Background: an optimization exercise with open tools, aiming at small area, a short achievable clock period and few clock cycles per item. Do not read the settings as production practice. Function was checked by simulation only, so behaviour that the tests miss may differ from the original.

File: flow/config.mk
export PLATFORM = sky130hd
export DESIGN_NAME = fm_phase_discriminator_decimating_unit
export DESIGN_NICKNAME = fm_phase_discriminator_decimating_unit
export VERILOG_FILES = /design/flow/design.v
export SDC_FILE = /design/flow/constraint.sdc
export NUM_CORES = 4
export LEC_CHECK = 0
export CAP_MARGIN = 20
export CORE_MARGIN = 2
export CORE_UTILIZATION = 40
export PLACE_DENSITY = 0.6
export SETUP_SLACK_MARGIN = 5
export SLEW_MARGIN = 20
File: flow/constraint.sdc
create_clock -name core_clock -period 10.0 [get_ports {clock}]
set_input_delay 2.0000 -clock core_clock [delete_from_list [all_inputs] [get_ports {clock}]]
set_output_delay 2.0000 -clock core_clock [all_outputs]
set_load 0.01 [all_outputs]
File: flow/design.v
module fmpd_front (
   input  logic               clock,
   input  logic               reset,
   input  logic               req_valid,
   output logic               req_ready,
   input  logic signed [15:0] req_in_real,
   input  logic signed [15:0] req_in_imag,
   input  logic               rsp_taken,
   output logic               g_load,
   output logic signed [19:0] g_re,
   output logic signed [19:0] g_im
);
   logic signed [19:0] acc_re_ff, acc_im_ff;
   logic [3:0]         cnt_ff, cnt_in;
   logic [1:0]         gcnt_ff, gcnt_in;
   logic               owed_ff, owed_in;
   logic               rdy_ff;
   logic               accept;
   logic               last;
   assign req_ready = rdy_ff;
   assign accept    = req_valid && rdy_ff;
   assign last      = (cnt_ff == 4'd10);
   assign g_re      = acc_re_ff + req_in_real;
   assign g_im      = acc_im_ff + req_in_imag;
   assign g_load    = accept && last;
   always_comb begin
      cnt_in  = cnt_ff;
      gcnt_in = gcnt_ff;
      if (accept) begin
         if (last) begin
            cnt_in  = 4'd0;
            gcnt_in = gcnt_ff + 2'd1;
         end else begin
            cnt_in  = cnt_ff + 4'd1;
         end
      end
      owed_in = owed_ff;
      if (rsp_taken) owed_in = 1'b0;
      if (g_load && gcnt_ff == 2'd3) owed_in = 1'b1;
   end
   always_ff @(posedge clock) begin
      if (reset || (accept && last)) begin
         acc_re_ff <= '0;
         acc_im_ff <= '0;
      end else if (accept) begin
         acc_re_ff <= g_re;
         acc_im_ff <= g_im;
      end
   end
   always_ff @(posedge clock) begin
      if (reset) begin
         cnt_ff  <= '0;
         gcnt_ff <= '0;
         owed_ff <= 1'b0;
         rdy_ff  <= 1'b1;
      end else begin
         cnt_ff  <= cnt_in;
         gcnt_ff <= gcnt_in;
         owed_ff <= owed_in;
         rdy_ff  <= !(owed_in && cnt_in == 4'd10 && gcnt_in == 2'd3);
      end
   end
endmodule
module fmpd_mul (
   input  logic               clock,
   input  logic               reset,
   input  logic               g_load,
   input  logic signed [19:0] g_re,
   input  logic signed [19:0] g_im,
   output logic               m_done,
   output logic               m_zero,
   output logic signed [38:0] m_pr,
   output logic signed [38:0] m_pq
);
   logic signed [19:0] g_re_ff, g_im_ff;
   logic [19:0]        p_re_ff, p_im_ff;
   logic signed [20:0] a_re_ff, a_im_ff;
   logic               act_ff;
   logic [3:0]         cnt_ff;
   logic               pz_ff;
   logic               step;
   logic               g_zero;
   logic               r_one, r_two, r_neg;
   logic [2:0]         r_bits, i_bits;
   logic               i_one, i_two, i_neg, i_pos;
   logic [22:0]        s_rr, s_ii, s_ir, s_ri;
   logic [22:0]        sum_r, sum_i;
   logic [22:0]        gr1, gr2, gi1, gi2, ar, ai;
   assign gr1 = {{3{g_re_ff[19]}}, g_re_ff};
   assign gr2 = {{2{g_re_ff[19]}}, g_re_ff, 1'b0};
   assign gi1 = {{3{g_im_ff[19]}}, g_im_ff};
   assign gi2 = {{2{g_im_ff[19]}}, g_im_ff, 1'b0};
   assign ar  = {{2{a_re_ff[20]}}, a_re_ff};
   assign ai  = {{2{a_im_ff[20]}}, a_im_ff};
   assign step   = act_ff && (cnt_ff != 4'd10);
   assign m_done = act_ff && (cnt_ff == 4'd10);
   assign g_zero = (g_re_ff == '0) && (g_im_ff == '0);
   assign m_zero = pz_ff || g_zero;
   assign m_pr   = {a_re_ff[18:0], p_re_ff};
   assign m_pq   = {a_im_ff[18:0], p_im_ff};
   assign r_bits = step ? p_re_ff[3:1] : {(m_done ? g_re_ff[1:0] : p_re_ff[1:0]), 1'b0};
   assign i_bits = step ? p_im_ff[3:1] : {(m_done ? g_im_ff[1:0] : p_im_ff[1:0]), 1'b0};
   always_comb begin
      s_rr = ({23{r_one}} & gr1) | ({23{r_two}} & gr2);
      s_ii = ({23{i_one}} & gi1) | ({23{i_two}} & gi2);
      s_ir = ({23{r_one}} & gi1) | ({23{r_two}} & gi2);
      s_ri = ({23{i_one}} & gr1) | ({23{i_two}} & gr2);
      sum_r = ar + (s_rr ^ {23{r_neg}}) + (s_ii ^ {23{i_neg}}) + {22'd0, r_neg} + {22'd0, i_neg};
      sum_i = ai + (s_ir ^ {23{r_neg}}) + (s_ri ^ {23{i_pos}}) + {22'd0, r_neg} + {22'd0, i_pos};
   end
   always_ff @(posedge clock) begin
      if (g_load) begin
         g_re_ff <= g_re;
         g_im_ff <= g_im;
      end
      r_one <= r_bits[1] ^ r_bits[0];
      r_two <= (r_bits[2] && !r_bits[1] && !r_bits[0]) || (!r_bits[2] && r_bits[1] && r_bits[0]);
      r_neg <= r_bits[2] && !(r_bits[1] && r_bits[0]);
      i_one <= i_bits[1] ^ i_bits[0];
      i_two <= (i_bits[2] && !i_bits[1] && !i_bits[0]) || (!i_bits[2] && i_bits[1] && i_bits[0]);
      i_neg <= i_bits[2] && !(i_bits[1] && i_bits[0]);
      i_pos <= !i_bits[2] && (i_bits[1] || i_bits[0]);
      if (step) begin
         a_re_ff <= sum_r[22:2];
         a_im_ff <= sum_i[22:2];
         p_re_ff <= {sum_r[1:0], p_re_ff[19:2]};
         p_im_ff <= {sum_i[1:0], p_im_ff[19:2]};
      end else begin
         a_re_ff <= '0;
         a_im_ff <= '0;
         if (m_done) begin
            p_re_ff <= g_re_ff;
            p_im_ff <= g_im_ff;
         end
      end
   end
   always_ff @(posedge clock) begin
      if (reset) begin
         act_ff <= 1'b0;
         cnt_ff <= '0;
         pz_ff  <= 1'b1;
      end else begin
         if (g_load) begin
            act_ff <= 1'b1;
            cnt_ff <= '0;
         end else if (m_done) begin
            act_ff <= 1'b0;
         end else if (act_ff) begin
            cnt_ff <= cnt_ff + 4'd1;
         end
         if (m_done) pz_ff <= g_zero;
      end
   end
endmodule
module fmpd_back (
   input  logic               clock,
   input  logic               reset,
   input  logic               m_done,
   input  logic               m_zero,
   input  logic signed [38:0] m_pr,
   input  logic signed [38:0] m_pq,
   input  logic               fmt,
   output logic               rsp_valid,
   input  logic               rsp_ready,
   output logic signed [15:0] rsp_phase_word
);
   logic [39:0] x1_ff;
   logic [38:0] y1_ff;
   logic [7:0]  d1_ff;
   logic        pre1_ff, act1_ff;
   logic [2:0]  k1_ff;
   logic        neg1_ff, zs1_ff, zero1_ff;
   logic        dir1, xsub1, ysub1, e1_last;
   logic [38:0] sy1, ya1, yn1;
   logic [39:0] sx1, xa1, xn1;
   assign dir1    = !y1_ff[38] && (y1_ff != '0);
   assign xsub1   = pre1_ff ? y1_ff[38] : !dir1;
   assign ysub1   = pre1_ff ? y1_ff[38] : dir1;
   assign sy1     = $signed(y1_ff) >>> k1_ff;
   assign sx1     = x1_ff >> k1_ff;
   assign xa1     = pre1_ff ? 40'd0 : x1_ff;
   assign ya1     = pre1_ff ? 39'd0 : y1_ff;
   assign xn1     = xa1 + ({sy1[38], sy1} ^ {40{xsub1}}) + {39'd0, xsub1};
   assign yn1     = ya1 + (sx1[38:0] ^ {39{ysub1}}) + {38'd0, ysub1};
   assign e1_last = act1_ff && !pre1_ff && (k1_ff == 3'd7);
   always_ff @(posedge clock) begin
      if (m_done) begin
         x1_ff    <= {m_pq[38], m_pq};
         y1_ff    <= m_pr;
         pre1_ff  <= 1'b1;
         k1_ff    <= '0;
         neg1_ff  <= m_pr[38];
         zs1_ff   <= !m_pq[38];
         zero1_ff <= m_zero;
      end else begin
         x1_ff    <= xn1;
         y1_ff    <= yn1;
         pre1_ff  <= 1'b0;
         k1_ff    <= pre1_ff ? 3'd0 : k1_ff + 3'd1;
      end
      d1_ff <= {dir1, d1_ff[7:1]};
   end
   always_ff @(posedge clock) begin
      if (reset) begin
         act1_ff <= 1'b0;
      end else if (m_done) begin
         act1_ff <= 1'b1;
      end else if (e1_last) begin
         act1_ff <= 1'b0;
      end
   end
   logic [38:0] x2_ff;
   logic [32:0] y2_ff;
   logic [2:0]  k2_ff;
   logic        act2_ff, zero2_ff;
   logic        dir2, e2_last;
   logic [32:0] y2s;
   logic [38:0] x2s;
   logic [24:0] sy2;
   logic [30:0] sx2;
   logic [38:0] xn2;
   logic [32:0] yn2;
   assign dir2    = !y2_ff[32] && (y2_ff != '0);
   assign y2s     = $signed(y2_ff) >>> k2_ff;
   assign x2s     = x2_ff >> k2_ff;
   assign sy2     = y2s[32:8];
   assign sx2     = x2s[38:8];
   assign xn2     = x2_ff + ({{14{sy2[24]}}, sy2} ^ {39{!dir2}}) + {38'd0, !dir2};
   assign yn2     = y2_ff + ({2'd0, sx2} ^ {33{dir2}}) + {32'd0, dir2};
   assign e2_last = act2_ff && (k2_ff == 3'd7);
   always_ff @(posedge clock) begin
      if (e1_last) begin
         x2_ff    <= xn1[38:0];
         y2_ff    <= yn1[32:0];
         k2_ff    <= '0;
         zero2_ff <= zero1_ff;
      end else begin
         x2_ff    <= xn2;
         y2_ff    <= yn2;
         k2_ff    <= k2_ff + 3'd1;
      end
   end
   always_ff @(posedge clock) begin
      if (reset) begin
         act2_ff <= 1'b0;
      end else if (e1_last) begin
         act2_ff <= 1'b1;
      end else if (e2_last) begin
         act2_ff <= 1'b0;
      end
   end
   logic [8:0]  d2_ff;
   logic        dz_ff, zl_ff, lastg_ff, e2_done_ff, word_ev_ff;
   logic [2:0]  kz_ff;
   logic [1:0]  cnt2_ff;
   logic [34:0] z_ff, za, zb;
   logic [30:0] zt;
   logic [34:0] zc;
   always_comb begin
      case ({kz_ff, d2_ff[0], dz_ff})
         5'b00000: zt = 31'h00000000;
         5'b00001: zt = 31'h00517CA6;
         5'b00010: zt = 31'h40000000;
         5'b00011: zt = 31'h40517CA6;
         5'b00100: zt = 31'h00000000;
         5'b00101: zt = 31'h0028BE5E;
         5'b00110: zt = 31'h25C80A3C;
         5'b00111: zt = 31'h25F0C89A;
         5'b01000: zt = 31'h00000000;
         5'b01001: zt = 31'h00145F30;
         5'b01010: zt = 31'h13F670B6;
         5'b01011: zt = 31'h140ACFE6;
         5'b01100: zt = 31'h00000000;
         5'b01101: zt = 31'h000A2F98;
         5'b01110: zt = 31'h0A2223A8;
         5'b01111: zt = 31'h0A2C5340;
         5'b10000: zt = 31'h00000000;
         5'b10001: zt = 31'h000517CC;
         5'b10010: zt = 31'h05161A86;
         5'b10011: zt = 31'h051B3252;
         5'b10100: zt = 31'h00000000;
         5'b10101: zt = 31'h00028BE6;
         5'b10110: zt = 31'h028BAFC2;
         5'b10111: zt = 31'h028E3BA8;
         5'b11000: zt = 31'h00000000;
         5'b11001: zt = 31'h000145F4;
         5'b11010: zt = 31'h0145EC3C;
         5'b11011: zt = 31'h01473230;
         5'b11100: zt = 31'h00000000;
         5'b11101: zt = 31'h0000A2FA;
         5'b11110: zt = 31'h00A2F8AA;
         5'b11111: zt = 31'h00A39BA4;
         default: zt = '0;
      endcase
      if (zero2_ff)     zc = '0;
      else if (!neg1_ff) zc = 35'h7B8F9ADE6;
      else if (zs1_ff)  zc = 35'h038F9ADE6;
      else              zc = 35'h738F9ADE6;
      za = z_ff;
      zb = {4'd0, zt};
      if (zl_ff) begin
         za = {((cnt2_ff == 2'd0) ? 19'd0 : z_ff[34:16]), 16'd0};
         zb = zc;
      end
   end
   always_ff @(posedge clock) begin
      if (e1_last) begin
         d2_ff <= zero1_ff ? 9'd0 : {dir1, d1_ff[7:1], 1'b0};
      end else begin
         d2_ff <= {1'b0, d2_ff[8:1]};
      end
      dz_ff <= dir2 && act2_ff && !zero2_ff;
      kz_ff <= k2_ff;
      z_ff  <= za + zb;
      if (zl_ff) begin
         lastg_ff <= (cnt2_ff == 2'd3);
      end
   end
   logic        rsp_valid_ff;
   logic [15:0] rsp_word_ff;
   logic [16:0] m;
   logic        m_hi, m_lo;
   logic [15:0] word0;
   logic [7:0]  ua, ub;
   logic [8:0]  word1;
   logic [15:0] word;
   always_comb begin
      m     = z_ff[34:18];
      m_hi  = !m[16] && m[15];
      m_lo  = m[16] && !m[15];
      word0 = m_hi ? 16'h7FFF : m_lo ? 16'h8000 : m[15:0];
      ua    = {!m[15], m[14:8]};
      ub    = m[7:0];
      word1 = {1'b0, ua} - {8'd0, (ua != 8'd0) && (ub <= ua)};
      if (m_hi) word1 = 9'd255;
      if (m_lo) word1 = 9'd0;
      word  = fmt ? {8'd0, word1[7:0]} : word0;
   end
   always_ff @(posedge clock) begin
      if (word_ev_ff) rsp_word_ff <= word;
   end
   always_ff @(posedge clock) begin
      if (reset) begin
         zl_ff        <= 1'b0;
         cnt2_ff      <= '0;
         e2_done_ff   <= 1'b0;
         word_ev_ff   <= 1'b0;
         rsp_valid_ff <= 1'b0;
      end else begin
         zl_ff      <= e1_last;
         if (zl_ff) cnt2_ff <= cnt2_ff + 2'd1;
         e2_done_ff <= e2_last;
         word_ev_ff <= e2_done_ff && lastg_ff;
         if (word_ev_ff) begin
            rsp_valid_ff <= 1'b1;
         end else if (rsp_ready) begin
            rsp_valid_ff <= 1'b0;
         end
      end
   end
   assign rsp_valid      = rsp_valid_ff;
   assign rsp_phase_word = rsp_word_ff;
endmodule
module fm_phase_discriminator_decimating_unit (
   input  logic               clock,
   input  logic               reset,
   input  logic               req_valid,
   output logic               req_ready,
   input  logic signed [15:0] req_in_real,
   input  logic signed [15:0] req_in_imag,
   output logic               rsp_valid,
   input  logic               rsp_ready,
   output logic signed [15:0] rsp_phase_word,
   input  logic               csr_valid,
   output logic               csr_ready,
   input  logic               csr_output_format
);
   logic               format_ff;
   logic               g_load;
   logic signed [19:0] g_re, g_im;
   logic               m_done;
   logic               m_zero;
   logic signed [38:0] m_pr, m_pq;
   assign csr_ready = 1'b1;
   always_ff @(posedge clock) begin
      if (reset) begin
         format_ff <= 1'b0;
      end else if (csr_valid) begin
         format_ff <= csr_output_format;
      end
   end
   fmpd_front u_front (
      .clock       (clock),
      .reset       (reset),
      .req_valid   (req_valid),
      .req_ready   (req_ready),
      .req_in_real (req_in_real),
      .req_in_imag (req_in_imag),
      .rsp_taken   (rsp_valid && rsp_ready),
      .g_load      (g_load),
      .g_re        (g_re),
      .g_im        (g_im)
   );
   fmpd_mul u_mul (
      .clock  (clock),
      .reset  (reset),
      .g_load (g_load),
      .g_re   (g_re),
      .g_im   (g_im),
      .m_done (m_done),
      .m_zero (m_zero),
      .m_pr   (m_pr),
      .m_pq   (m_pq)
   );
   fmpd_back u_back (
      .clock          (clock),
      .reset          (reset),
      .m_done         (m_done),
      .m_zero         (m_zero),
      .m_pr           (m_pr),
      .m_pq           (m_pq),
      .fmt            (format_ff),
      .rsp_valid      (rsp_valid),
      .rsp_ready      (rsp_ready),
      .rsp_phase_word (rsp_phase_word)
   );
endmodule
File: flow/run.sh
#!/bin/bash
# synth_recipe.tcl (not shown) runs the flow's synth.tcl, then flattens the netlist and writes it again
# the make line also repeats each setting of config.mk as NAME=value (left out here)
make -C /OpenROAD-flow-scripts/flow DESIGN_CONFIG=/design/flow/config.mk WORK_HOME=/design/flow/orfs CLKGATE_MAP_FILE= SYNTH_SCRIPT=/design/flow/synth_recipe.tcl finish
==> flow_summary.toml, run 1 <==
[min_path]
whs_endpoint = "u_back.d1_ff[3]"
class_of_the_worst_hold_path = "flip-flop to flip-flop"
hold_sp = "u_back.d1_ff[4]"
timing.hold.worst_path_depth = 0

[logic_synthesis]
synth-edff-count = 101
synth-seq-area-share_pct = 27.4
net_count_synth = 4621
ys_ff_latch = 450
yosys_warnings = 4
postSynthAreaPerCell_um2 = 8.61
syn-instance-count = 4248
synthFlopType = "dfxtp_1"
asyncSetResetFlopFracSynth_pct = 0
yosys.cell_types.count = 94
cell_area_after_synthesis_mm2 = 0.0366

[routing]
first_iter_violations = 3001
firstDrtPassIters = 6
drt_wl_total_um = 108000
ant_nets = 0
via_count = 31300
detail_route.drc_violations = 0
vias_per_cell = 5.75
wl_per_cell_um = 19.8

[timing]
maxSlewHeadroom_pct = 32.7
hold-worst-slack_ns = 0.348
final-setup-viol-count = 0
setup_tns_ns = 0
crit_share_post_route_pct = 49.0
grt_setup_unrepaired = "true"
post-route-min-period_ns = 4.90
final_hold_viol_count = 0
max_freq_mhz = 204
final.setup_skew_ns = 0.0244
worst_pin_slew_ns = 1.01
timing.final.max_slew_violations = 0

[cells_and_area]
drive_gt1_share_pct = 10.1
layout.cells.non_filler = 5439
final_net_count = 4590
layout_commonest_cell = "nand2_1"
syn2layout_area_growth_pct = 12.5
finish.utilization_pct = 45.6
layout_common_cells = "510 x nand2_1, 341 x a21oi_1, 336 x dfxtp_1"

[place]
detailed_place_hpwl_um = 78200
dpl.cell_count = 5279
gp_congestion = 0.918
place.port_buffers = 55

[clocking]
cts_max_level = 2
worst_skew_pair.late_latency_ns = 0.63
clock-sinks = 450
cts_buffers = 53
cts.root.buffer_cell = "clkbuf_16"
postCtsHoldBufs = 0
clk_pin_slew_ns = 0.06
cts_tree = "built"
cts-root-to-sink-buffers = 3

[floorplanning]
fp.coreArea_mm2 = 0.0903
die_w_um = 306
floorplan.die_area_mm2 = 0.0939
top_level_ports = 57
initial_core_util_pct = 40.5
die_height_um = 306
num_rows = 110

[grt]
antenna_found_initial = 1
grt_pass1_vias = 29100
grt_start_max_net_pins = 87
grt_usage_pct = 22.0
global_route_wire_length_before_repair_um = 166000
grt_overflow = 0

[critical_path]
cp.depth = 21
reg2reg_setup_slack_ns = 5.10
critical_path.max_stage_delay_ns = 0.52
crit_path_max_fanout = 7
critical-path-slowest-cell = "or3_4"
worst_path_dominant_cell_family = "compound AO/OA/AOI/OAI gates"
data_arrival_time_of_the_critical_path_ns = 5.37
critPathBufInv = 2
crit_path_start = "u_back.y1_ff[25]"
worstReg2RegStart = "u_back.y1_ff[25]"
crit_path_end_kind = "flip-flop"
critical_path.startpoint_type = "flip-flop"
critPathRequiredTime_ns = 10.47
crit_reg_reg_endpoint = "u_back.y2_ff[21]"
criticalPathCategory = "flip-flop to flip-flop"
reg2reg_depth = 21
crit_path_cell_trace = "nor4_2 -> nand4_1 -> or3_4 -> nor2b_4 -> mux2i_4 -> buf_12 -> buf_6 -> xnor2_1 -> ha_1 -> a21o_1 -> a21oi_1 -> nor2_1 -> nor2_1 -> o22ai_2 -> a31oi_4 -> o21ai_2 -> a31o_2 -> a21o_1 -> a41oi_2 -> xor2_2 -> o21ai_0"

[job]
maxCapViolations = 0

[outcome]
run_status = "finished clean"
==> worst max-delay path by stage <==
stage	to	slack [ns]
global route	u_back.y1_ff[32]	4.91
finish	u_back.y2_ff[21]	5.10
floorplan	u_back.x2_ff[38]	5.03
detailed placement	u_back.x1_ff[38]	3.71
CTS	u_back.x1_ff[35]	5.00
global placement	u_back.x1_ff[38]	3.67
==> flip-flops by register name, indices dropped and copies added, names as in the netlist, 3 cells and up <==
name,count
u_back.k2_ff,3
u_back.y1_ff,39
u_back.z_ff,34
u_mul.cnt_ff,4
u_front.acc_re_ff,20
u_mul.a_im_ff,21
u_back.d1_ff,7
u_front.acc_im_ff,20
u_back.x1_ff,40
u_back.d2_ff,8
u_mul.a_re_ff,21
u_back.rsp_word_ff,16
u_mul.p_re_ff,20
u_back.x2_ff,39
u_back.y2_ff,33
u_front.cnt_ff,4
u_mul.g_im_ff,20
u_back.k1_ff,3
u_back.zt,30
u_mul.g_re_ff,20
u_mul.p_im_ff,20
==> Yosys cell counts (7+ instances only) <==
library cell    n  area, um2
nand2_1       511       1920
ha_1          284       3550
a311oi_1        7       61.3
o21bai_1       33        248
o21ai_0       281       1410
o211ai_1       16        120
o21ai_1         7       35.0
mux2_2         12        135
buf_1          42        158
and2_1         26        163
nor2_1        263        987
nor2b_1       134        838
mux2i_1       142       1420
o22ai_1         8       50.1
a21o_1        132        991
xnor2_1       299       2620
nand4_1        35        219
nand2b_1       37        231
or3_1          28        175
nand3b_1       18        135
a211oi_1       37        278
nor4_1         33        206
o2111ai_1       8       70.1
o21a_1         30        225
nor3b_1         9       67.6
o31ai_1         9       67.6
xor2_1        131       1150
dfxtp_1       349       6990
or2_2          14       87.6
inv_1         125        469
mux4_2         92       2070
nor3_1         62        310
a211o_1         9       78.8
nand3_1        64        320
a21boi_0       17        128
and3_1         29        181
a31oi_1        36        225
a21oi_1       355       1780
edfxtp_1      101       3030
clkbuf_1      180        676
a22oi_1        79        593
fa_1           51       1020
==> metrics by stage <==
| stage | instance area, um2 | worst slack [ns] |
|---|---|---|
| final | 41200 | 5.10 |
| after global routing | 41200 | 4.91 |
| after CTS | 40500 | 5.00 |
| after detailed placement | 38000 | 3.71 |
| after global placement | 38000 | 3.67 |
| after floorplan | 36600 | 5.03 |
==> kinds of logic (layout without fill, tap and decap cells) <==
logic type | Yosys count | in the layout | share of synthesized area (%)
flip-flops | 450 | 450 | 27.4
XOR/XNOR | 430 | 430 | 10.3
adder cells (fa/ha/maj) | 337 | 337 | 12.6
AND/OR/NAND/NOR | 1277 | 1277 | 16.4
AO/OA/AOI/OAI | 1140 | 1140 | 19.5
buffers and inverters | 365 | 379 | 3.82
multiplexers | 248 | 248 | 10.0
other | 1 | 2 | 0.0103
==> what timing repair did <==
item,CTS,global route
cloned,4,3
buffers inserted,25,27
resized for setup,60,89
pin swaps,18,53
endpoints found under the setup margin,111,73
==> area by class of cell <==
type	count	area [um2]
Antenna cell	1	2.50
Clock buffer	68	1530
Clock inverter	32	300
Fill cell	8766	49100
Inverter	133	518
Multi-Input combinational cell	3433	25700
Sequential cell	450	10000
Tap cell	1176	1470
Timing Repair Buffer	146	1580
==> routing by layer <==
metal	track usage [%]	share of wire (%)
met1	32.3	47
met2	34.0	43
met3	2.40	6.5
met4	6.19	3.1
met5	0	0
Testbench counts, summed over its fixed seeds: cycles 22,776, items 512.
==> run 2: changes to the inputs <==
--- a/flow/design.v
+++ b/flow/design.v
@@ -100,4 +100,4 @@
    assign m_pq   = {a_im_ff[18:0], p_im_ff};
-   assign r_bits = step ? p_re_ff[3:1] : {(m_done ? g_re_ff[1:0] : p_re_ff[1:0]), 1'b0};
-   assign i_bits = step ? p_im_ff[3:1] : {(m_done ? g_im_ff[1:0] : p_im_ff[1:0]), 1'b0};
+   assign r_bits = step ? p_re_ff[3:1] : {g_re_ff[1:0], 1'b0};
+   assign i_bits = step ? p_im_ff[3:1] : {g_im_ff[1:0], 1'b0};
    always_comb begin
@@ -130,6 +130,4 @@
          a_im_ff <= '0;
-         if (m_done) begin
-            p_re_ff <= g_re_ff;
-            p_im_ff <= g_im_ff;
-         end
+         p_re_ff <= g_re_ff;
+         p_im_ff <= g_im_ff;
       end
@@ -166,4 +164,3 @@
 );
-   logic [39:0] x1_ff;
-   logic [38:0] y1_ff;
+   logic [38:0] x1_ff, y1_ff;
    logic [7:0]  d1_ff;
@@ -173,4 +170,3 @@
    logic        dir1, xsub1, ysub1, e1_last;
-   logic [38:0] sy1, ya1, yn1;
-   logic [39:0] sx1, xa1, xn1;
+   logic [38:0] sy1, ya1, yn1, sx1, xa1, xn1;
    assign dir1    = !y1_ff[38] && (y1_ff != '0);
@@ -180,6 +176,6 @@
    assign sx1     = x1_ff >> k1_ff;
-   assign xa1     = pre1_ff ? 40'd0 : x1_ff;
+   assign xa1     = pre1_ff ? 39'd0 : x1_ff;
    assign ya1     = pre1_ff ? 39'd0 : y1_ff;
-   assign xn1     = xa1 + ({sy1[38], sy1} ^ {40{xsub1}}) + {39'd0, xsub1};
-   assign yn1     = ya1 + (sx1[38:0] ^ {39{ysub1}}) + {38'd0, ysub1};
+   assign xn1     = xa1 + (sy1 ^ {39{xsub1}}) + {38'd0, xsub1};
+   assign yn1     = ya1 + (sx1 ^ {39{ysub1}}) + {38'd0, ysub1};
    assign e1_last = act1_ff && !pre1_ff && (k1_ff == 3'd7);
@@ -187,3 +183,3 @@
       if (m_done) begin
-         x1_ff    <= {m_pq[38], m_pq};
+         x1_ff    <= m_pq;
          y1_ff    <= m_pr;
@@ -232,3 +228,3 @@
       if (e1_last) begin
-         x2_ff    <= xn1[38:0];
+         x2_ff    <= xn1;
          y2_ff    <= yn1[32:0];
@@ -251,5 +247,3 @@
    end
-   logic [8:0]  d2_ff;
-   logic        dz_ff, zl_ff, lastg_ff, e2_done_ff, word_ev_ff;
-   logic [2:0]  kz_ff;
+   logic        dg, dzg, dz_ff, act2d_ff, lastg_ff, e2_done_ff, word_ev_ff;
    logic [1:0]  cnt2_ff;
@@ -258,39 +252,41 @@
    logic [34:0] zc;
+   assign dg  = act2_ff && !zero2_ff;
+   assign dzg = act2d_ff && !zero2_ff;
    always_comb begin
-      case ({kz_ff, d2_ff[0], dz_ff})
+      case ({k2_ff, d1_ff[0] && dg, dz_ff && dzg})
          5'b00000: zt = 31'h00000000;
-         5'b00001: zt = 31'h00517CA6;
+         5'b00001: zt = 31'h0000A2FA;
          5'b00010: zt = 31'h40000000;
-         5'b00011: zt = 31'h40517CA6;
+         5'b00011: zt = 31'h4000A2FA;
          5'b00100: zt = 31'h00000000;
-         5'b00101: zt = 31'h0028BE5E;
+         5'b00101: zt = 31'h00517CA6;
          5'b00110: zt = 31'h25C80A3C;
-         5'b00111: zt = 31'h25F0C89A;
+         5'b00111: zt = 31'h261986E2;
          5'b01000: zt = 31'h00000000;
-         5'b01001: zt = 31'h00145F30;
+         5'b01001: zt = 31'h0028BE5E;
          5'b01010: zt = 31'h13F670B6;
-         5'b01011: zt = 31'h140ACFE6;
+         5'b01011: zt = 31'h141F2F14;
          5'b01100: zt = 31'h00000000;
-         5'b01101: zt = 31'h000A2F98;
+         5'b01101: zt = 31'h00145F30;
          5'b01110: zt = 31'h0A2223A8;
-         5'b01111: zt = 31'h0A2C5340;
+         5'b01111: zt = 31'h0A3682D8;
          5'b10000: zt = 31'h00000000;
-         5'b10001: zt = 31'h000517CC;
+         5'b10001: zt = 31'h000A2F98;
          5'b10010: zt = 31'h05161A86;
-         5'b10011: zt = 31'h051B3252;
+         5'b10011: zt = 31'h05204A1E;
          5'b10100: zt = 31'h00000000;
-         5'b10101: zt = 31'h00028BE6;
+         5'b10101: zt = 31'h000517CC;
          5'b10110: zt = 31'h028BAFC2;
-         5'b10111: zt = 31'h028E3BA8;
+         5'b10111: zt = 31'h0290C78E;
          5'b11000: zt = 31'h00000000;
-         5'b11001: zt = 31'h000145F4;
+         5'b11001: zt = 31'h00028BE6;
          5'b11010: zt = 31'h0145EC3C;
-         5'b11011: zt = 31'h01473230;
+         5'b11011: zt = 31'h01487822;
          5'b11100: zt = 31'h00000000;
-         5'b11101: zt = 31'h0000A2FA;
+         5'b11101: zt = 31'h000145F4;
          5'b11110: zt = 31'h00A2F8AA;
-         5'b11111: zt = 31'h00A39BA4;
+         5'b11111: zt = 31'h00A43E9E;
          default: zt = '0;
       endcase
-      if (zero2_ff)     zc = '0;
+      if (zero1_ff)     zc = '0;
       else if (!neg1_ff) zc = 35'h7B8F9ADE6;
@@ -300,3 +296,3 @@
       zb = {4'd0, zt};
-      if (zl_ff) begin
+      if (e1_last) begin
          za = {((cnt2_ff == 2'd0) ? 19'd0 : z_ff[34:16]), 16'd0};
@@ -306,13 +302,5 @@
    always_ff @(posedge clock) begin
-      if (e1_last) begin
-         d2_ff <= zero1_ff ? 9'd0 : {dir1, d1_ff[7:1], 1'b0};
-      end else begin
-         d2_ff <= {1'b0, d2_ff[8:1]};
-      end
-      dz_ff <= dir2 && act2_ff && !zero2_ff;
-      kz_ff <= k2_ff;
       z_ff  <= za + zb;
-      if (zl_ff) begin
-         lastg_ff <= (cnt2_ff == 2'd3);
-      end
+      dz_ff <= dir2;
+      if (e1_last) lastg_ff <= (cnt2_ff == 2'd3);
    end
@@ -343,4 +331,4 @@
       if (reset) begin
-         zl_ff        <= 1'b0;
          cnt2_ff      <= '0;
+         act2d_ff     <= 1'b0;
          e2_done_ff   <= 1'b0;
@@ -349,4 +337,4 @@
       end else begin
-         zl_ff      <= e1_last;
-         if (zl_ff) cnt2_ff <= cnt2_ff + 2'd1;
+         if (e1_last) cnt2_ff <= cnt2_ff + 2'd1;
+         act2d_ff   <= act2_ff;
          e2_done_ff <= e2_last;
==> flow_summary.toml, run 2 <==
[outcome]
run_status = "finished clean"

[cells_and_area]
reg.largest.list = "u_back.x1_ff (39), u_back.x2_ff (39), u_back.y1_ff (39)"
final_net_count = 4484
stdcell_area_mm2 = 0.0392
layout_commonest_cell = "nand2_1"
layout_common_cells = "481 x nand2_1, 343 x a21oi_1, 343 x dfxtp_1"
layout.filler_cells = 8560
drive_gt1_share_pct = 8.81
antennaDiodeCount = 0
syn2layout_area_growth_pct = 12.2

[place]
place_area_mm2 = 0.0364
place.port_buffers = 55
gp_congestion = 0.906
placement.setup.worst_slack_ns = 3.91
detailed_place_hpwl_um = 78700

[critical_path]
crit_path_start = "u_back.y1_ff[23]"
critPathRequiredTime_ns = 10.47
crit_path_end_kind = "flip-flop"
crit_path_max_fanout = 4
critical_path.startpoint_type = "flip-flop"
data_arrival_time_of_the_critical_path_ns = 5.31
criticalPathCategory = "flip-flop to flip-flop"
worstReg2RegStart = "u_back.y1_ff[23]"

[floorplanning]
floorplan.die_area_mm2 = 0.0898
initial_core_util_pct = 40.3
die_w_um = 300
num_rows = 108
die_height_um = 300
fp.coreArea_mm2 = 0.0868
top_level_ports = 57

[routing]
vias_per_cell = 5.68
drt_wl_total_um = 105000
firstDrtPassIters = 6
detail_route.drc_violations = 0
wl_per_cell_um = 19.8
first_iter_violations = 2394
via_count = 30200
ant_nets = 0

[timing]
setup_tns_ns = 0
timing.final.max_slew_violations = 0
final-setup-viol-count = 0
final_hold_viol_count = 0
worst_pin_slew_ns = 0.956
post-route-min-period_ns = 4.85
grt_setup_unrepaired = "true"
maxSlewHeadroom_pct = 35.7
setup_ws_ns = 5.15
crit_share_post_route_pct = 48.5
final.setup_skew_ns = 0.0442
max_freq_mhz = 206

[clocking]
cts_max_level = 2
worst_skew_pair.late_latency_ns = 0.61
clk_pin_slew_ns = 0.06
postCtsHoldBufs = 0
cts.root.buffer_cell = "clkbuf_16"
cts-root-to-sink-buffers = 3
cts_tree = "built"
cts_buffers = 49
clock-sinks = 413

[logic_synthesis]
synth_top_cells_by_count = "483 x nand2_1, 352 x dfxtp_1, 351 x a21oi_1"
synth-seq-area-share_pct = 25.4
postSynthAreaPerCell_um2 = 8.43
ys_ff_latch = 413
netlist_top_cells_area = "dfxtp_1 20%, ha_1 10%, xnor2_1 7.4%"
synth_top_area_share_pct = 20.2
yosys.area.top_type = "dfxtp_1"
yosys_warnings = 4
top_count_cell_post_synth = "nand2_1"
net_count_synth = 4518
yosys.cell_types.count = 91
synth-edff-count = 61
asyncSetResetFlopFracSynth_pct = 0
cell_area_after_synthesis_mm2 = 0.0350
syn-instance-count = 4148
synthFlopType = "dfxtp_1"

[job]
maxCapViolations = 0

[grt]
grt_overflow = 0
antenna_found_initial = 5
global_route_wire_length_before_repair_um = 164000
grt_usage_pct = 22.7
grt_pass1_vias = 28600
grt_start_max_net_pins = 77

[min_path]
hold_sp = "u_back.d1_ff[4]"
class_of_the_worst_hold_path = "flip-flop to flip-flop"
run 2: worst paths after layout:
path	end	slack, ns	cells after the start
setup reg to reg	u_back.y1_ff[24]	5.15	20
setup / recovery	u_back.y1_ff[24]	5.15	20
hold / removal	u_back.d1_ff[3]	0.32	0
hold reg to reg	u_back.d1_ff[3]	0.32	0
run 2: timing repair:
action / 4_1_cts / 5_1_grt
gates cloned: 3 / 1
hold endpoints to repair: 0 / 0
endpoints found under the setup margin: 84 / 68
setup buffers: 20 / 24
gates resized for setup: 69 / 78
pin swaps: 12 / 21
run 2: metrics by stage:
step	hold WS (ns)	utilization (%)	instances
2_1_floorplan	0.310	-	4148
3_3_place_gp	0.312	42.0	5170
3_5_place_dp	0.312	42.0	5170
4_1_cts	0.325	44.6	5285
5_1_grt	0.340	45.2	5310
6_report	0.322	45.2	5310
run 2: per-layer routing:
layer / track usage [%] / routed length (um) / vias up
met5: 0 / 27 / -
met4: 5.49 / 2480 / 4
met3: 2.22 / 6270 / 154
met2: 35.9 / 46500 / 938
met1: 33.1 / 49800 / 14300
li1: - / - / 14800
run 2: area by class of cell:
class	count	area, um2	share of cell area, %
clock buffer	71	1450	3.70
clock inverter	21	272	0.692
inverter	121	477	1.22
multi-input combinational	3396	25300	64.5
sequential	413	8900	22.7
tap	1155	1450	3.69
timing repair buffer	132	1360	3.48
timing repair inverter	1	8.76	0.0223
run 2: kinds of logic after synthesis:
kind of cell               synth area share, %
xor gates and xnor gates                  11.1
adders and majority gates                 13.0
AOI/OAI and AO/OA                         20.1
other                                   0.0107
and+or+nand+nor                           16.3
muxes                                     10.3
buffers and inverters                     3.72
DFF                                       25.4
run 2: worst max-delay path, cell delays in order (launching register included):
cell and delay [ns]:
dfxtp_1 0.33, nor4_1 0.32, nand4_1 0.23, o31a_1 0.44, a21boi_4 0.22, buf_12 0.13, buf_12 0.10, xor2_1 0.16
ha_1 0.30, a21oi_1 0.20, o21ai_1 0.15, a2111oi_4 0.41, o21ai_2 0.17, o21ai_4 0.23, a31oi_4 0.13, o21a_1 0.21
nor2_1 0.15, o21bai_1 0.10, a21oi_1 0.27, xor2_2 0.33, o21ai_0 0.12
Testbench counts of run 2, summed over its fixed seeds: cycles 22,776, items 512.
==> run 3: changes to the inputs <==
--- a/flow/design.v
+++ b/flow/design.v
@@ -169,6 +169,13 @@
    logic        neg1_ff, zs1_ff, zero1_ff;
-   logic        dir1, xsub1, ysub1, e1_last;
+   logic        dir1, xsub1, xcin1, ysub1, c1, e1_last;
    logic [38:0] sy1, ya1, yn1, sx1, xa1, xn1;
-   assign dir1    = !y1_ff[38] && (y1_ff != '0);
-   assign xsub1   = pre1_ff ? y1_ff[38] : !dir1;
+   logic [7:0]  ones1;
+   always_comb begin
+      ones1[0] = 1'b1;
+      for (int i = 1; i < 8; i++) ones1[i] = ones1[i-1] && y1_ff[i-1];
+   end
+   assign c1      = ones1[k1_ff];
+   assign dir1    = !y1_ff[38];
+   assign xsub1   = y1_ff[38];
+   assign xcin1   = pre1_ff ? y1_ff[38] : (y1_ff[38] ^ c1);
    assign ysub1   = pre1_ff ? y1_ff[38] : dir1;
@@ -177,4 +184,4 @@
    assign xa1     = pre1_ff ? 39'd0 : x1_ff;
-   assign ya1     = pre1_ff ? 39'd0 : y1_ff;
-   assign xn1     = xa1 + (sy1 ^ {39{xsub1}}) + {38'd0, xsub1};
+   assign ya1     = pre1_ff ? {39{1'b1}} : y1_ff;
+   assign xn1     = xa1 + (sy1 ^ {39{xsub1}}) + {38'd0, xcin1};
    assign yn1     = ya1 + (sx1 ^ {39{ysub1}}) + {38'd0, ysub1};
@@ -211,3 +218,3 @@
    logic        act2_ff, zero2_ff;
-   logic        dir2, e2_last;
+   logic        dir2, c2, e2_last;
    logic [32:0] y2s;
@@ -218,3 +225,9 @@
    logic [32:0] yn2;
-   assign dir2    = !y2_ff[32] && (y2_ff != '0);
+   logic [7:0]  ones2;
+   always_comb begin
+      ones2[0] = &y2_ff[7:0];
+      for (int i = 1; i < 8; i++) ones2[i] = ones2[i-1] && y2_ff[i+7];
+   end
+   assign c2      = ones2[k2_ff];
+   assign dir2    = !y2_ff[32];
    assign y2s     = $signed(y2_ff) >>> k2_ff;
@@ -223,3 +236,3 @@
    assign sx2     = x2s[38:8];
-   assign xn2     = x2_ff + ({{14{sy2[24]}}, sy2} ^ {39{!dir2}}) + {38'd0, !dir2};
+   assign xn2     = x2_ff + ({{14{sy2[24]}}, sy2} ^ {39{y2_ff[32]}}) + {38'd0, y2_ff[32] ^ c2};
    assign yn2     = y2_ff + ({2'd0, sx2} ^ {33{dir2}}) + {32'd0, dir2};
==> flow_summary.toml, run 3 <==
[clocking]
clk_pin_slew_ns = 0.06
cts_max_level = 2
clock-sinks = 413
cts-root-to-sink-buffers = 3
cts_buffers = 48
cts.root.buffer_cell = "clkbuf_16"
postCtsHoldBufs = 0
cts_tree = "built"
worst_skew_pair.late_latency_ns = 0.62

[logic_synthesis]
postSynthAreaPerCell_um2 = 8.57
synth_top_area_share_pct = 20.8
yosys.cell_types.count = 81
synthFlopType = "dfxtp_1"
cell_area_after_synthesis_mm2 = 0.0339
synth-edff-count = 61
synth-seq-area-share_pct = 26.2
asyncSetResetFlopFracSynth_pct = 0
net_count_synth = 4313
synth_top_cells_by_count = "505 x nand2_1, 352 x dfxtp_1, 332 x a21oi_1"
ys_ff_latch = 413
syn-instance-count = 3954
yosys_warnings = 4
yosys.area.top_type = "dfxtp_1"
top_count_cell_post_synth = "nand2_1"
netlist_top_cells_area = "dfxtp_1 21%, ha_1 9.9%, xnor2_1 8.3%"

[floorplanning]
num_rows = 106
initial_core_util_pct = 40.4
floorplan.die_area_mm2 = 0.0870
top_level_ports = 57
fp.coreArea_mm2 = 0.0838
die_height_um = 295
die_w_um = 295

[critical_path]
critical-path-slowest-cell = "or4b_1"
reg2reg_setup_slack_ns = 5.16
crit_path_cell_trace = "buf_12 -> clkinvlp_4 -> ha_2 -> buf_12 -> xnor2_1 -> fa_1 -> a21o_1 -> nand4_1 -> a211oi_1 -> o21ai_1 -> a31oi_4 -> o31ai_4 -> nor2_1 -> o41a_1 -> or4b_1 -> a31oi_2 -> xnor2_1 -> o21ai_1"
critPathRequiredTime_ns = 10.45
critical_path.startpoint_type = "flip-flop"
crit_path_end_kind = "flip-flop"
criticalPathCategory = "flip-flop to flip-flop"
worstReg2RegStart = "u_back.pre1_ff"
data_arrival_time_of_the_critical_path_ns = 5.30
crit_path_max_fanout = 20
critical_path.max_stage_delay_ns = 0.50
crit_reg_reg_endpoint = "u_back.y1_ff[38]"
reg2reg_depth = 18

[grt]
grt_pass1_vias = 27200
grt_start_max_net_pins = 110
grt_overflow = 0
global_route_wire_length_before_repair_um = 155000
grt_usage_pct = 22.4
antenna_found_initial = 1

[routing]
firstDrtPassIters = 5
via_count = 29000
first_iter_violations = 2350
detail_route.drc_violations = 0
drt_wl_total_um = 99900
ant_nets = 0
wl_per_cell_um = 19.5
vias_per_cell = 5.65

[min_path]
whs_endpoint = "u_back.d1_ff[2]"
timing.hold.worst_path_depth = 0
hold_sp = "u_back.d1_ff[3]"
class_of_the_worst_hold_path = "flip-flop to flip-flop"

[timing]
final-setup-viol-count = 0
worst_pin_slew_ns = 1.11
maxSlewHeadroom_pct = 26.0
timing.final.max_slew_violations = 0
grt_setup_unrepaired = "true"
crit_share_post_route_pct = 48.4
final_hold_viol_count = 0
max_freq_mhz = 207
final.setup_skew_ns = 0.0271
post-route-min-period_ns = 4.84
setup_tns_ns = 0

[place]
place.port_buffers = 55
gp_congestion = 0.925
detailed_place_hpwl_um = 72800
place_area_mm2 = 0.0353

[cells_and_area]
seq_area_mm2 = 0.00891
layout_common_cells = "502 x nand2_1, 342 x dfxtp_1, 326 x a21oi_1"
layout_commonest_cell = "nand2_1"
drive_gt1_share_pct = 10.4
area_of_the_multi_input_gates_mm2 = 0.0241
layout.filler_cells = 8134
reg.largest.list = "u_back.x1_ff (39), u_back.x2_ff (39), u_back.y1_ff (39)"
syn2layout_area_growth_pct = 12.9
antennaDiodeCount = 0
stdcell_area_mm2 = 0.0382
final_net_count = 4307
finish.utilization_pct = 45.6

[job]
maxCapViolations = 0

[outcome]
run_status = "finished clean"
## run 3: critical path: cells and delay by family, from the launching register on
family / cells / cell delay [ns]
flip-flops: 1 / 0.42
AO/OA/AOI/OAI: 8 / 1.72
XOR/XNOR: 2 / 0.29
adder cells (fa/ha/maj): 2 / 0.92
AND/OR/NAND/NOR: 3 / 0.74
buffers and inverters: 3 / 0.56
## run 3: how the worst max path moves through the flow
stage,endpoint,startpoint,slack [ns]
after floorplan,u_back.y1_ff[38],u_back.y1_ff[38],5.00
after global placement,u_back.z_ff[34],u_back.k1_ff[0],3.87
after detailed placement,u_back.z_ff[34],u_back.k1_ff[0],3.78
after CTS,u_back.y1_ff[38],u_back.k1_ff[1],4.90
after global routing,u_back.z_ff[34],u_back.zero2_ff,4.95
final,u_back.y1_ff[38],u_back.pre1_ff,5.16
## run 3: timing repair
action / in CTS / in global routing
cloned: 2 / 8
pin swaps: 2 / 13
endpoints found under the setup margin: 90 / 50
setup buffers: 18 / 36
gates resized for setup: 49 / 80
## run 3: kinds of logic after synthesis
family	share of synthesized area [%]
compound gates	18.6
xor+xnor	11.7
mux	11.0
other cells	0.0111
simple gates	15.8
flops	26.2
fa+ha+maj	13.1
buf+inv	3.59
## run 3: layout make-up
| cell class | instances | share of cell area, % |
|---|---|---|
| timing repair buffer | 145 | 4.29 |
| inverter | 120 | 1.27 |
| multi-input combinational | 3220 | 63.1 |
| sequential | 413 | 23.3 |
| tap | 1134 | 3.71 |
| clock inverter | 25 | 0.762 |
| clock buffer | 65 | 3.57 |
## run 3: layer usage
metal  part of all wire, %  vias to the layer above  track usage, %
li1                      -                    14100               -
met1                    46                    13700            32.2
met2                    43                     1010            34.0
met3                   7.3                      191            3.52
met4                   3.5                        2            7.40
met5                 0.013                        -               0
## run 3: stage by stage
step | setup WS, ns | instances | hold WS, ns
4_1_cts | 4.90 | 5078 | 0.325
3_5_place_dp | 3.78 | 4968 | 0.312
2_1_floorplan | 5.00 | 3954 | 0.310
5_1_grt | 4.95 | 5122 | 0.333
3_3_place_gp | 3.87 | 4968 | 0.311
6_report | 5.16 | 5122 | 0.325
Testbench counts of run 3, summed over its fixed seeds: cycles 22,776, items 512.
==> run 4: changes to the inputs <==
==> flow/flow/run.sh (new file) <==
#!/bin/bash
set -euo pipefail
bash standard.sh SETUP_SLACK_MARGIN=6 finish > standard_flow.log 2>&1
==> flow/standard.sh (new file) <==
#!/bin/bash
# synth_recipe.tcl (not shown) runs the flow's synth.tcl, then flattens the netlist and writes it again
# the make line also repeats each setting of config.mk as NAME=value (left out here)
make -C /OpenROAD-flow-scripts/flow DESIGN_CONFIG=/design/flow/config.mk WORK_HOME=/design/flow/orfs CLKGATE_MAP_FILE= SYNTH_SCRIPT=/design/flow/synth_recipe.tcl "${@:-finish}"
--- a/flow/config.mk
+++ b/flow/config.mk
@@ -11,3 +11,2 @@
 export PLACE_DENSITY = 0.6
-export SETUP_SLACK_MARGIN = 5
 export SLEW_MARGIN = 20
removed: flow/run.sh
==> flow_summary.toml, run 4 <==
[place]
place.port_buffers = 55
detailed_place_hpwl_um = 74200
place_area_mm2 = 0.0356
gp_congestion = 0.915

[grt]
antenna_found_initial = 3
grt_overflow = 0
grt_pass1_vias = 29400
grt_start_max_net_pins = 72
grt_usage_pct = 24.5
global_route_wire_length_before_repair_um = 168000

[timing]
post-route-min-period_ns = 4.63
max_freq_mhz = 216
grt_setup_unrepaired = "true"
worst_pin_slew_ns = 0.796
timing.final.max_slew_violations = 0
crit_share_post_route_pct = 46.3
final-setup-viol-count = 0
setup_tns_ns = 0
maxSlewHeadroom_pct = 46.9
final.setup_skew_ns = 0.0282
final_hold_viol_count = 0

[cells_and_area]
layout_common_cells = "483 x nand2_1, 342 x dfxtp_1, 294 x xnor2_1"
finish.utilization_pct = 51.7
syn2layout_area_growth_pct = 28.0
reg.largest.list = "u_back.x1_ff (39), u_back.x2_ff (39), u_back.y1_ff (39)"
antennaDiodeCount = 0
drive_gt1_share_pct = 23.7
layout_commonest_cell = "nand2_1"
stdcell_area_mm2 = 0.0434
final_net_count = 4557

[job]
maxCapViolations = 0

[floorplanning]
initial_core_util_pct = 40.4
fp.coreArea_mm2 = 0.0838
num_rows = 106
floorplan.die_area_mm2 = 0.0870
die_height_um = 295
top_level_ports = 57
die_w_um = 295

[routing]
wl_per_cell_um = 20.7
wl_met3_um = 8560
vias_per_cell = 5.73
topRoutingLayerUsed = "met5"
detail_route.drc_violations = 0
first_iter_violations = 2890
dr_wl_met2_um = 50300
drt_wl_total_um = 111000
via_count = 30800
ant_nets = 0
wl_met1_um = 48400
firstDrtPassIters = 5

[critical_path]
data_arrival_time_of_the_critical_path_ns = 5.10
crit_path_max_fanout = 7
criticalPathCategory = "flip-flop to flip-flop"
worstReg2RegStart = "u_back.k1_ff[0]"
crit_path_end_kind = "flip-flop"
reg2reg_setup_slack_ns = 5.37
reg2reg_depth = 20
crit_reg_reg_endpoint = "u_back.y1_ff[38]"
critical_path.startpoint_type = "flip-flop"
critPathRequiredTime_ns = 10.47

[clocking]
cts.root.buffer_cell = "clkbuf_16"
clock-sinks = 413
cts_buffers = 49
cts_max_level = 2
cts-root-to-sink-buffers = 3
postCtsHoldBufs = 0
worst_skew_pair.late_latency_ns = 0.62
cts_tree = "built"
clk_pin_slew_ns = 0.06

[logic_synthesis]
ys_ff_latch = 413
cell_area_after_synthesis_mm2 = 0.0339
synth_top_area_share_pct = 20.8
synth-seq-area-share_pct = 26.2
syn-instance-count = 3954
net_count_synth = 4313
synthFlopType = "dfxtp_1"
top_count_cell_post_synth = "nand2_1"
yosys.area.top_type = "dfxtp_1"
yosys_warnings = 4
synth_top_cells_by_count = "505 x nand2_1, 352 x dfxtp_1, 332 x a21oi_1"
asyncSetResetFlopFracSynth_pct = 0
yosys.cell_types.count = 81
postSynthAreaPerCell_um2 = 8.57
netlist_top_cells_area = "dfxtp_1 21%, ha_1 9.9%, xnor2_1 8.3%"
synth-edff-count = 61

[min_path]
hold_sp = "u_back.d1_ff[3]"
timing.hold.worst_path_depth = 0
whs_endpoint = "u_back.d1_ff[2]"
class_of_the_worst_hold_path = "flip-flop to flip-flop"

[outcome]
run_status = "finished clean"
-- run 4: cell counts after synthesis --
No cell type changed its count.
-- run 4: cells by family after synthesis --
group	count (synthesis)	share of synthesized area, %
flops	413	26.2
other cells	1	0.0111
compound gates	1020	18.6
mux	251	11.0
xor+xnor	453	11.7
simple gates	1171	15.8
fa+ha+maj	323	13.1
buf+inv	322	3.59
-- run 4: cell type report --
type	instances	area, um2
Timing Repair inverter	3	18.8
Multi-Input combinational cell	3220	26400
Clock buffer	61	1320
Sequential cell	413	8910
Timing Repair Buffer	391	4300
Clock inverter	29	422
Fill cell	7538	40500
Tap cell	1134	1420
Inverter	120	519
-- run 4: timing repair --
item | in CTS | in global routing
pin swaps | 237 | 231
gates cloned | 25 | 2
gates resized for setup | 373 | 303
buffers inserted | 191 | 91
endpoints found under the setup margin | 250 | 224
endpoints found under the hold margin | 0 | 0
-- run 4: worst max path at each step --
stage,startpoint,end,slack [ns],depth (start not counted)
after floorplan,req_in_real[1],u_front.acc_re_ff[19],5.54,13
after global placement,u_back.k1_ff[1],u_back.z_ff[34],4.15,20
after detailed placement,u_back.k1_ff[1],u_back.z_ff[34],4.07,20
after CTS,u_back.k1_ff[0],u_back.y1_ff[38],5.55,16
after global routing,u_back.zero2_ff,u_back.z_ff[34],5.23,21
final,u_back.k1_ff[0],u_back.y1_ff[38],5.37,20
-- run 4: stage by stage --
stage	worst slack [ns]	instances	hold WS (ns)
after floorplan	5.54	3954	0.310
after global placement	4.15	4972	0.311
after detailed placement	4.07	4972	0.316
after CTS	5.55	5278	0.327
after global routing	5.23	5371	0.340
final	5.37	5371	0.327
-- run 4: per-layer routing --
metal  up-vias  track usage (%)
met5         -                0
met4         2             7.66
met3       247             3.86
li1      14600                -
met1     14700             33.8
met2      1237             39.1
-- run 4: worst max-delay path, cell delays in order, from the launching register on --
cell,delay (ns)
dfxtp_4,0.39
buf_6,0.11
buf_12,0.12
buf_8,0.14
buf_4,0.11
mux4_2,0.55
mux2i_1,0.18
xor2_1,0.17
ha_1,0.34
nand2_1,0.13
o21bai_1,0.07
a21o_1,0.23
nor2_2,0.18
a31oi_4,0.13
o31ai_4,0.24
nor2_2,0.08
o41a_1,0.41
or4b_4,0.51
a31oi_4,0.17
xnor2_1,0.13
o21ai_1,0.07
==> run 5: changes to the inputs <==
==> flow/flow/run.sh (replaced) <==
#!/bin/bash
set -euo pipefail
bash standard.sh SETUP_SLACK_MARGIN=5.5 finish > standard_flow.log 2>&1
==> flow_summary.toml, run 5 <==
[logic_synthesis]
net_count_synth = 4313
synth-seq-area-share_pct = 26.2
asyncSetResetFlopFracSynth_pct = 0
syn-instance-count = 3954
yosys_warnings = 4
postSynthAreaPerCell_um2 = 8.57
ys_ff_latch = 413
netlist_top_cells_area = "dfxtp_1 21%, ha_1 9.9%, xnor2_1 8.3%"
synth_top_area_share_pct = 20.8
synth_top_cells_by_count = "505 x nand2_1, 352 x dfxtp_1, 332 x a21oi_1"
synthFlopType = "dfxtp_1"
top_count_cell_post_synth = "nand2_1"
cell_area_after_synthesis_mm2 = 0.0339
yosys.cell_types.count = 81
synth-edff-count = 61
yosys.area.top_type = "dfxtp_1"

[critical_path]
crit_path_max_fanout = 8
critical_path.startpoint_type = "flip-flop"
crit_reg_reg_endpoint = "u_back.y1_ff[38]"
reg2reg_depth = 18
crit_path_end_kind = "flip-flop"
reg2reg_setup_slack_ns = 5.42
criticalPathCategory = "flip-flop to flip-flop"
data_arrival_time_of_the_critical_path_ns = 5.04
critPathRequiredTime_ns = 10.46
worstReg2RegStart = "u_back.k1_ff[0]"

[place]
dpl.cell_count = 4970
place_area_mm2 = 0.0354
place.port_buffers = 55
gp_congestion = 0.926
detailed_place_hpwl_um = 73700
placement.setup.worst_slack_ns = 3.85

[grt]
grt_usage_pct = 23.2
grt_pass1_vias = 28300
global_route_wire_length_before_repair_um = 159000
antenna_found_initial = 0
grt_start_max_net_pins = 102
grt_overflow = 0

[timing]
max_freq_mhz = 218
setup_tns_ns = 0
grt_setup_unrepaired = "true"
final-setup-viol-count = 0
final_hold_viol_count = 0
final.setup_skew_ns = 0.0221
timing.final.max_slew_violations = 0
maxSlewHeadroom_pct = 29.1
setup_ws_ns = 5.42
hold-worst-slack_ns = 0.326
post-route-min-period_ns = 4.58
worst_pin_slew_ns = 1.06
crit_share_post_route_pct = 45.8

[routing]
firstDrtPassIters = 8
detail_route.drc_violations = 0
ant_nets = 0
vias_per_cell = 5.70
first_iter_violations = 2685
wl_per_cell_um = 20.2
via_count = 29800
drt_wl_total_um = 106000

[floorplanning]
floorplan.die_area_mm2 = 0.0870
initial_core_util_pct = 40.4
die_height_um = 295
fp.coreArea_mm2 = 0.0838
num_rows = 106
die_w_um = 295
top_level_ports = 57

[cells_and_area]
final_net_count = 4419
layout_commonest_cell = "nand2_1"
antennaDiodeCount = 0
layout.cells.non_filler = 5234
finish.utilization_pct = 48.0
reg.largest.list = "u_back.x1_ff (39), u_back.x2_ff (39), u_back.y1_ff (39)"
stdcell_area_mm2 = 0.0402
layout.filler_cells = 8036
layout_common_cells = "499 x nand2_1, 341 x dfxtp_1, 315 x xnor2_1"
drive_gt1_share_pct = 16.0
syn2layout_area_growth_pct = 18.7

[clocking]
cts-root-to-sink-buffers = 3
cts_max_level = 2
cts_buffers = 50
clock-sinks = 413
cts_tree = "built"
cts.root.buffer_cell = "clkbuf_16"
clk_pin_slew_ns = 0.06
worst_skew_pair.late_latency_ns = 0.61

[min_path]
whs_endpoint = "u_back.d1_ff[5]"
class_of_the_worst_hold_path = "flip-flop to flip-flop"
hold_sp = "u_back.d1_ff[6]"
timing.hold.worst_path_depth = 0

[outcome]
run_status = "finished clean"

[job]
maxCapViolations = 0
## run 5: cell count changes in the layout (fill, tap and decap cells not counted), sizes merged
cell / delta
buf: -137
bufbuf: -9
bufinv: -7
clkbuf: +15
clkdlybuf4s50: +7
clkinv: +1
clkinvlp: -3
dlygate4sd2: -4
## run 5: layout make-up
class / count / area, um2 / area share [%]
Clock inverter: 22 / 213 / 0.529
Tap cell: 1134 / 1420 / 3.53
Multi-Input combinational cell: 3220 / 24900 / 61.8
Timing Repair Buffer: 254 / 2820 / 7.02
Clock buffer: 70 / 1460 / 3.63
Timing Repair inverter: 1 / 8.76 / 0.0218
Sequential cell: 413 / 8910 / 22.2
Inverter: 120 / 513 / 1.28
## run 5: how the worst max path moves through the flow
stage / startpoint / to
finish: u_back.k1_ff[0] / u_back.y1_ff[38]
global route: u_back.pre1_ff / u_back.z_ff[34]
CTS: u_back.k1_ff[0] / u_back.z_ff[34]
detailed placement: u_back.k1_ff[0] / u_back.z_ff[34]
global placement: u_back.k1_ff[0] / u_back.z_ff[34]
floorplan: req_in_real[1] / u_front.acc_re_ff[19]
## run 5: worst max-delay path: stages (launching register included)
cell and delay (ns):
dfxtp_4 0.47, buf_6 0.13, buf_6 0.10, mux4_2 0.52, mux2i_2 0.19, xor2_1 0.19
ha_1 0.27, a21o_1 0.16, a21o_1 0.17, a211o_1 0.31, a31oi_4 0.20, a31oi_4 0.14
o31ai_4 0.22, nor2_2 0.10, o41a_1 0.37, or4b_1 0.49, a31oi_1 0.21, xnor2_1 0.14
o21ai_1 0.07
## run 5: kinds of logic (layout without fill, tap and decap cells)
kind of cell    Yosys count  after routing  share of synthesized area [%]
compound gates         1020           1020                           18.6
xor+xnor                453            453                           11.7
fa+ha+maj               323            323                           13.1
buf+inv                 322            467                           3.59
flops                   413            413                           26.2
mux                     251            251                           11.0
other cells               1              1                         0.0111
simple gates           1171           1172                           15.8
## run 5: layer usage
layer | part of all wire (%) | track usage [%] | vias up
met2 | 44 | 36.1 | 1149
li1 | - | - | 14300
met5 | 0.074 | 0.665 | -
met4 | 3.9 | 8.78 | 2
met3 | 8.1 | 5.21 | 241
met1 | 44 | 31.2 | 14100
## run 5: repair_timing
| item | 4_1_cts | 5_1_grt |
|---|---|---|
| endpoints found under the setup margin | 155 | 94 |
| buffers inserted | 67 | 84 |
| resized for setup | 144 | 178 |
| hold endpoints to repair | 0 | 0 |
| gates cloned | 12 | 9 |
| pin swaps | 53 | 130 |
| hold buffers | 0 | 0 |
==> run 6: changes to the inputs <==
==> flow/run.sh (new file) <==
#!/bin/bash
# synth_recipe.tcl (not shown) runs the flow's synth.tcl, then flattens the netlist and writes it again
# the make line also repeats each setting of config.mk as NAME=value (left out here)
make -C /OpenROAD-flow-scripts/flow DESIGN_CONFIG=/design/flow/config.mk WORK_HOME=/design/flow/orfs CLKGATE_MAP_FILE= SYNTH_SCRIPT=/design/flow/synth_recipe.tcl finish
--- a/flow/config.mk
+++ b/flow/config.mk
@@ -10,3 +10,6 @@
 export CORE_UTILIZATION = 40
+export CTS_CLUSTER_DIAMETER = 70
+export CTS_CLUSTER_SIZE = 30
 export PLACE_DENSITY = 0.6
+export SETUP_SLACK_MARGIN = 5
 export SLEW_MARGIN = 20
removed: flow/flow/run.sh
removed: flow/standard.sh
==> flow_summary.toml, run 6 <==
[routing]
topRoutingLayerUsed = "met5"
dr_wl_met2_um = 42700
wl_met3_um = 6990
drt_wl_total_um = 99200
detail_route.drc_violations = 0
ant_nets = 0
firstDrtPassIters = 6
wl_met1_um = 46100
via_count = 28700
vias_per_cell = 5.64
first_iter_violations = 2324
wl_per_cell_um = 19.5

[logic_synthesis]
ys_ff_latch = 413
synthFlopType = "dfxtp_1"
netlist_top_cells_area = "dfxtp_1 21%, ha_1 9.9%, xnor2_1 8.3%"
synth_top_cells_by_count = "505 x nand2_1, 352 x dfxtp_1, 332 x a21oi_1"
cell_area_after_synthesis_mm2 = 0.0339
largest_family_of_logic_cells_by_synthesized_area = "compound AO/OA/AOI/OAI gates"
top_count_cell_post_synth = "nand2_1"
postSynthAreaPerCell_um2 = 8.57
net_count_synth = 4313
synth-compound-area-share_pct = 18.6
synthXorXnorAreaFrac_pct = 11.7
yosys_warnings = 4
yosys.area.top_type = "dfxtp_1"

[critical_path]
crit_path_cell_trace = "buf_12 -> clkinvlp_4 -> nand3_4 -> buf_4 -> nand2_1 -> o21bai_1 -> a31oi_1 -> ha_2 -> and4_1 -> nand3_1 -> o31ai_2 -> o21bai_1 -> nor2_1 -> or4b_1 -> a31oi_4 -> a41oi_2 -> a2111oi_2 -> nor2_1 -> o21ai_1 -> xnor2_1"
critPathBufInv = 3
worstReg2RegStart = "u_back.pre1_ff"
worst_path_dominant_cell_family = "compound AO/OA/AOI/OAI gates"
critical-path-slowest-cell = "or4b_1"
crit_path_max_fanout = 20
cp.depth = 20
criticalPathCategory = "flip-flop to flip-flop"
crit_path_end = "u_back.z_ff[34]"

[timing]
post-route-min-period_ns = 4.86
grt_setup_unrepaired = "true"
crit_share_post_route_pct = 48.6
maxSlewHeadroom_pct = 28.6
final.setup_skew_ns = 0.0357
worst_pin_slew_ns = 1.07
final_hold_viol_count = 0
hold-worst-slack_ns = 0.328
max_freq_mhz = 206
final-setup-viol-count = 0

[cells_and_area]
drive_gt1_share_pct = 9.94
reg.largest.list = "u_back.x1_ff (39), u_back.x2_ff (39), u_back.y1_ff (39)"
layout_common_cells = "503 x nand2_1, 342 x dfxtp_1, 326 x a21oi_1"
syn2layout_area_growth_pct = 11.8
antennaDiodeCount = 0
final_net_count = 4294

[clocking]
cts_buffers = 35
cts-root-to-sink-buffers = 3
clk_pin_slew_ns = 0.09
clock-sinks = 413
cts.root.buffer_cell = "clkbuf_16"
cts_max_level = 2

[outcome]
run_status = "finished clean"

[job]
maxCapViolations = 0

[grt]
grt_start_max_net_pins = 110
grt_usage_pct = 22.3

[floorplanning]
die_w_um = 295
fp.coreArea_mm2 = 0.0838
initial_core_util_pct = 40.4
top_level_ports = 57
num_rows = 106
floorplan.die_area_mm2 = 0.0870

[place]
gp_congestion = 0.925

[min_path]
timing.hold.worst_path_depth = 0
-- run 6: timing repair --
item	CTS	global route
setup endpoints to repair	90	46
endpoints found under the hold margin	0	0
gates resized for setup	54	73
hold buffers	0	0
pin swaps	2	12
buffers inserted	18	36
gates cloned	4	6
-- run 6: how the worst min path moves through the flow --
stage,from,end,slack (ns)
after global routing,u_back.d1_ff[3],u_back.d1_ff[2],0.34
after global placement,u_back.d1_ff[3],u_back.d1_ff[2],0.31
after detailed placement,u_back.d1_ff[3],u_back.d1_ff[2],0.31
after CTS,u_back.d1_ff[3],u_back.d1_ff[2],0.33
final,u_back.d1_ff[2],u_back.d1_ff[1],0.33
after floorplan,u_back.d1_ff[1],u_back.d1_ff[0],0.31
-- run 6: cells by family (layout without fill, tap and decap cells) --
kind of cell | Yosys count | in the layout
simple gates | 1171 | 1172
compound gates | 1020 | 1020
xor+xnor | 453 | 453
flops | 413 | 413
fa+ha+maj | 323 | 323
buf+inv | 322 | 329
mux | 251 | 251
other cells | 1 | 1
-- run 6: area by class of cell --
cell class                 instances  area [um2]
sequential                       413        8910
fill                            8149       45900
clock buffer                      41         940
clock inverter                    23         352
inverter                         120         487
timing repair buffer             145        1650
multi-input combinational       3220       24100
tap                             1134        1420
-- run 6: metal layers --
layer,vias up,GRT usage (%)
met1,13500,32.1
met5,-,0
li1,14000,-
met3,186,3.68
met2,973,33.9
met4,2,7.01
-- run 6: stage by stage --
stage	area, um2	std cells	setup WS (ns)	utilization [%]
after floorplan	33900	3954	5.00	-
after global placement	35300	4968	3.87	42.2
after detailed placement	35300	4968	3.78	42.2
after CTS	37100	5054	4.87	44.3
after global routing	37900	5096	4.88	45.2
final	37900	5096	5.14	45.2

## port drivers added, routing unchanged
No port has a modelled driver above. Below, the same layouts with a new extraction and two added sets of constraints.
Step 1, drivers: a clkbuf_16 drives clock and a buf_2 each remaining input, both assumed.
Step 2 also shifts input and output timing later by t, the mid clock arrival at the registers, as if the neighbouring blocks saw the same clock.
a / b / c = ideal / step 1 / step 2; a / b = the first two.
run | shift t [ns] | setup WS [ns] | worst setup path at the end | worst slew at a driven data input, ns
run 1 | 0.691 | 5.100 / 5.100 / 4.594 | input to register | 0.05
run 2 | 0.653 | 5.153 / 5.153 / 4.638 | input to register | 0.05
run 3 | 0.668 | 5.159 / 5.159 / 4.586 | input to register | 0.04
run 4 | 0.671 | 5.374 / 5.374 / 5.279 | input to register | 0.05
run 5 | 0.667 | 5.416 / 5.416 / 4.989 | input to register | 0.05
run 6 | 0.641 | 5.136 / 5.136 / 4.580 | input to register | 0.04
After both steps setup and hold are still met in every run listed. For run 3, which loses most, drivers alone change the setup slack by 0.000 ns; drivers and shift together by -0.573 ns.
